Background: an optimization exercise with open tools, aiming at small area and a short achievable clock period. Do not read the settings as production practice.
At most, simulation tests tie the RTL to the original design; equivalence was not proved.
Power figures rest on the tool's default switching activity, not on a simulated workload.

==> exp/pepper: inputs <==
==> flow/design.v <==
`default_nettype none
module instr_mem_loader #(
  parameter logic [7:0] LOAD_BASE      = 8'h00,
  parameter logic       ERR_ON_HI_BITS = 1'b1
) (
  input  logic       Clk,
  input  logic       Rst,
  input  logic [7:0] i_Addres_Instr_Bus,
  output logic [8:0] o_Instruction,
  input  logic       i_Load_Start,
  input  logic [7:0] i_Load_Byte,
  input  logic       i_Load_Valid,
  output logic       o_Load_Ready,
  output logic       o_Core_Hold,
  output logic       o_Load_Done,
  output logic       o_Load_Err,
  output logic [8:0] o_Load_Count
);
  typedef enum logic [2:0] {
    S_IDLE = 3'd0, S_LEN = 3'd1, S_LO = 3'd2, S_HI = 3'd3, S_DONE = 3'd5
  } state_t;
  state_t     r_state;
  state_t     w_state_nxt;
  logic [8:0] r_mem [256];
  logic [7:0] r_ptr;
  logic [7:0] r_lo;
  logic [8:0] r_remaining;
  logic       r_err_pend;
  logic       r_hold;
  logic       r_err;
  logic [8:0] r_count;
  logic w_ready;
  logic w_accept;
  logic w_last;
  logic w_hi_bad;
  logic w_we;
  assign o_Instruction = r_mem[i_Addres_Instr_Bus];
  assign o_Load_Ready  = w_ready;
  assign o_Core_Hold   = r_hold;
  assign o_Load_Err    = r_err;
  assign o_Load_Count  = r_count;
  assign w_last   = (r_remaining == 9'd1);
  assign w_hi_bad = ERR_ON_HI_BITS && (i_Load_Byte[7:1] != 7'd0);
  assign w_we     = w_accept && (r_state == S_HI) && !Rst;
  always_ff @(posedge Clk) begin
    if (Rst) begin
      r_state <= S_IDLE;
    end else begin
      r_state <= w_state_nxt;
    end
  end
  always_comb begin
    w_state_nxt = r_state;
    w_ready     = 1'b0;
    o_Load_Done = 1'b0;
    case (r_state)
      S_LEN, S_LO, S_HI: w_ready = 1'b1;
      S_DONE: begin
        o_Load_Done = ~r_err_pend;
        w_state_nxt = S_IDLE;
      end
      default: ;
    endcase
    w_accept = w_ready & i_Load_Valid & ~i_Load_Start;
    if (w_accept) begin
      case (r_state)
        S_LEN: w_state_nxt = S_LO;
        S_LO:  w_state_nxt = S_HI;
        S_HI:  w_state_nxt = w_last ? S_DONE : S_LO;
        default: ;
      endcase
    end
    if (i_Load_Start) begin
      w_state_nxt = S_LEN;
    end
  end
  always_ff @(posedge Clk) begin
    if (Rst) begin
      r_ptr       <= LOAD_BASE;
      r_lo        <= 8'd0;
      r_remaining <= 9'd0;
      r_err_pend  <= 1'b0;
      r_hold      <= 1'b0;
      r_err       <= 1'b0;
      r_count     <= 9'd0;
    end else if (i_Load_Start) begin
      r_ptr       <= LOAD_BASE;
      r_remaining <= 9'd0;
      r_err_pend  <= 1'b0;
      r_hold      <= 1'b1;
      r_err       <= 1'b0;
      r_count     <= 9'd0;
    end else begin
      if (w_accept) begin
        case (r_state)
          S_LEN: r_remaining <= (i_Load_Byte == 8'd0) ? 9'd256 : {1'b0, i_Load_Byte};
          S_LO:  r_lo <= i_Load_Byte;
          S_HI: begin
            r_ptr       <= r_ptr + 8'd1;
            r_remaining <= r_remaining - 9'd1;
            if (r_count != 9'h100) begin
              r_count <= r_count + 9'd1;
            end
            if (w_hi_bad) begin
              r_err_pend <= 1'b1;
            end
          end
          default: ;
        endcase
      end
      if (r_state == S_DONE) begin
        if (r_err_pend) begin
          r_err <= 1'b1;
        end else begin
          r_hold <= 1'b0;
        end
        r_err_pend <= 1'b0;
      end
    end
  end
  always_ff @(posedge Clk) begin
    if (w_we) begin
      r_mem[r_ptr] <= {i_Load_Byte[0], r_lo};
    end
  end
endmodule
`default_nettype wire
==> flow/run.sh <==
#!/bin/bash
# synth_recipe.tcl (not shown) runs the flow's synth.tcl, then flattens the netlist and writes it again
# the make line also repeats each setting of config.mk as NAME=value (left out here)
make -C /OpenROAD-flow-scripts/flow DESIGN_CONFIG=/design/flow/config.mk WORK_HOME=/design/flow/orfs CLKGATE_MAP_FILE= SYNTH_SCRIPT=/design/flow/synth_recipe.tcl finish
==> flow/config.mk <==
export PLATFORM = sky130hd
export DESIGN_NAME = instr_mem_loader
export DESIGN_NICKNAME = instr_mem_loader
export VERILOG_FILES = /design/flow/design.v
export SDC_FILE = /design/flow/constraint.sdc
export NUM_CORES = 4
export LEC_CHECK = 0
export CAP_MARGIN = 20
export CORE_MARGIN = 2
export CORE_UTILIZATION = 40
export SLEW_MARGIN = 20
==> flow/constraint.sdc <==
create_clock -name core_clock -period 8.0 [get_ports {Clk}]
set_input_delay 1.6000 -clock core_clock [delete_from_list [all_inputs] [get_ports {Clk}]]
set_output_delay 1.6000 -clock core_clock [all_outputs]
set_load 0.01 [all_outputs]
==> exp/willow (differences from exp/pepper) <==
--- a/flow/design.v
+++ b/flow/design.v
@@ -34,7 +34,34 @@
   logic w_last;
   logic w_hi_bad;
   logic w_we;
-  assign o_Instruction = r_mem[i_Addres_Instr_Bus];
+  logic [15:0] w_dec_lo;
+  logic [15:0] w_dec_hi;
+  logic [8:0]  w_rd;
+  iml_dec4 u_dec_lo (.i_a(i_Addres_Instr_Bus[3:0]), .o_y(w_dec_lo));
+  iml_dec4 u_dec_hi (.i_a(i_Addres_Instr_Bus[7:4]), .o_y(w_dec_hi));
+  for (genvar b = 0; b < 9; b++) begin : g_bit
+    logic [15:0] w_grp_n;
+    for (genvar g = 0; g < 16; g++) begin : g_grp
+      logic [15:0] w_q;
+      logic [1:0]  w_half;
+      for (genvar r = 0; r < 16; r++) begin : g_q
+        assign w_q[r] = r_mem[16*g+r][b];
+      end
+      iml_lf8 u_lf0 (.i_sel(w_dec_lo[7:0]),  .i_q(w_q[7:0]),  .o_y(w_half[0]));
+      iml_lf8 u_lf1 (.i_sel(w_dec_lo[15:8]), .i_q(w_q[15:8]), .o_y(w_half[1]));
+      iml_oai21 u_gate (.i_a1(w_half[0]), .i_a2(w_half[1]), .i_b1(w_dec_hi[g]), .o_yn(w_grp_n[g]));
+    end
+    logic [3:0] w_q4;
+    logic [1:0] w_q2_n;
+    for (genvar k = 0; k < 4; k++) begin : g_n4
+      iml_nand4 u_n4 (.i_a(w_grp_n[4*k+3:4*k]), .o_y(w_q4[k]));
+    end
+    for (genvar k = 0; k < 2; k++) begin : g_n2
+      iml_nor2 u_o2 (.i_a(w_q4[2*k]), .i_b(w_q4[2*k+1]), .o_yn(w_q2_n[k]));
+    end
+    iml_nand2 u_out (.i_a(w_q2_n[0]), .i_b(w_q2_n[1]), .o_y(w_rd[b]));
+  end
+  assign o_Instruction = w_rd;
   assign o_Load_Ready  = w_ready;
   assign o_Core_Hold   = r_hold;
   assign o_Load_Err    = r_err;
@@ -124,4 +151,35 @@
     end
   end
 endmodule
+module iml_dec4 (
+  input  logic [3:0]  i_a,
+  output logic [15:0] o_y
+);
+  for (genvar i = 0; i < 16; i++) begin : g_y
+    assign o_y[i] = (i_a == i);
+  end
+endmodule
+module iml_lf8 (
+  input  logic [7:0] i_sel,
+  input  logic [7:0] i_q,
+  output logic       o_y
+);
+  logic [3:0] w_n;
+  for (genvar c = 0; c < 4; c++) begin : g_c
+    assign w_n[c] = ~((i_sel[2*c] & i_q[2*c]) | (i_sel[2*c+1] & i_q[2*c+1]));
+  end
+  assign o_y = ~&w_n;
+endmodule
+module iml_oai21 (input logic i_a1, i_a2, i_b1, output logic o_yn);
+  assign o_yn = ~((i_a1 | i_a2) & i_b1);
+endmodule
+module iml_nand4 (input logic [3:0] i_a, output logic o_y);
+  assign o_y = ~&i_a;
+endmodule
+module iml_nor2 (input logic i_a, i_b, output logic o_yn);
+  assign o_yn = ~(i_a | i_b);
+endmodule
+module iml_nand2 (input logic i_a, i_b, output logic o_y);
+  assign o_y = ~(i_a & i_b);
+endmodule
 `default_nettype wire
CORE_UTILIZATION = 60   (was 40)
CTS_CLUSTER_DIAMETER = 60   (was default)
CTS_CLUSTER_SIZE = 25   (was default)
SETUP_SLACK_MARGIN = 3   (was default)
SYNTH_HIERARCHICAL = 1   (was default)
==> notes <==
In exp/pepper the sequential share of layout area is lower than in exp/willow, by 3.2 points.
exp/willow completed without violations. exp/pepper finished with timing, DRC and antenna clean.
Between exp/willow and exp/pepper, the lower routed wire length is in exp/pepper (gap 18%, measured against exp/pepper).
Of exp/willow and exp/pepper, exp/willow has the higher worst hold slack (gap 32 ps).
Between exp/pepper and exp/willow, the lower synthesized cell count is in exp/pepper (gap 4.5%, measured against exp/willow).
Design area: exp/pepper is larger than exp/willow (4.6%).
Against exp/willow, the fmax of exp/pepper is smaller by about 16%.
In exp/willow the non-clock buffer count is higher than in exp/pepper, by 163.
Between exp/pepper and exp/willow, the lower die area is in exp/willow (gap 60%, measured against exp/willow).
==> figures <==
Run status: exp/willow finished clean; exp/pepper finished clean
Hold Path End: exp/willow r_hold; exp/pepper r_mem[138][6]
Sum of routed wire segments on met1: exp/willow 101,000 µm; exp/pepper 94,000 µm
Tap cell instance count: exp/willow 1,876; exp/pepper 3,009
Share of cell area taken by muxes after synthesis: exp/willow 0.106%; exp/pepper 14.1%
Clock net power: exp/willow 0.00824 W; exp/pepper 0.0105 W
Final Hold Slack: exp/willow 489 ps; exp/pepper 457 ps
Relative slew margins: exp/willow 21.9%; exp/pepper 8.88%
Layout net count: exp/willow 5,101; exp/pepper 4,601
Violation count after the first detailed-route iteration: exp/willow 7,608; exp/pepper 5,014
Register fraction of the total cell area: exp/willow 71.3%; exp/pepper 68.1%
Final worst path period share: exp/willow 76.7%; exp/pepper 91.2%
Worst hold path cell count: exp/willow 2; exp/pepper 0
Worst r2r dst: exp/willow r_mem[170][3]; exp/pepper r_mem[98][4]
Layout Skew: exp/willow 28.8 ps; exp/pepper 36.3 ps
Sw Ratio: exp/willow 21.8%; exp/pepper 20.6%
Share of total power in sequential cells: exp/willow 58.8%; exp/pepper 54.0%
Only the layout flow was run in exp/pepper; the RTL was not checked for function there.

## port drivers added, routing unchanged
The flow's constraints put no driver on any port. The routed layouts listed below were extracted and timed again, unchanged, in two steps. Step 1 (the two cells are an assumption about what drives the block):
set clk [get_ports {Clk}]
set_driving_cell -lib_cell sky130_fd_sc_hd__clkbuf_16 $clk
set_driving_cell -lib_cell sky130_fd_sc_hd__buf_2 [delete_from_list [all_inputs] $clk]
Step 2, shift: input delay + t, output delay - t, t = (earliest + latest rising clock arrival at the registers) / 2. This alone moves slack from input paths to output paths. Slacks: ideal / step 1 / step 2; pairs: ideal / step 1.
run	t, ns	setup WS [ns]	worst setup path at the end	cell pins on the clock port's net
exp/pepper	0.930	0.704 / 0.655 / 0.655	input to output	1
exp/willow	0.888	1.862 / 1.801 / 1.801	input to output	1
After both steps setup and hold are still met in every run listed. For exp/willow, which loses most, drivers alone change the setup slack by -0.061 ns; drivers and shift together by -0.061 ns.
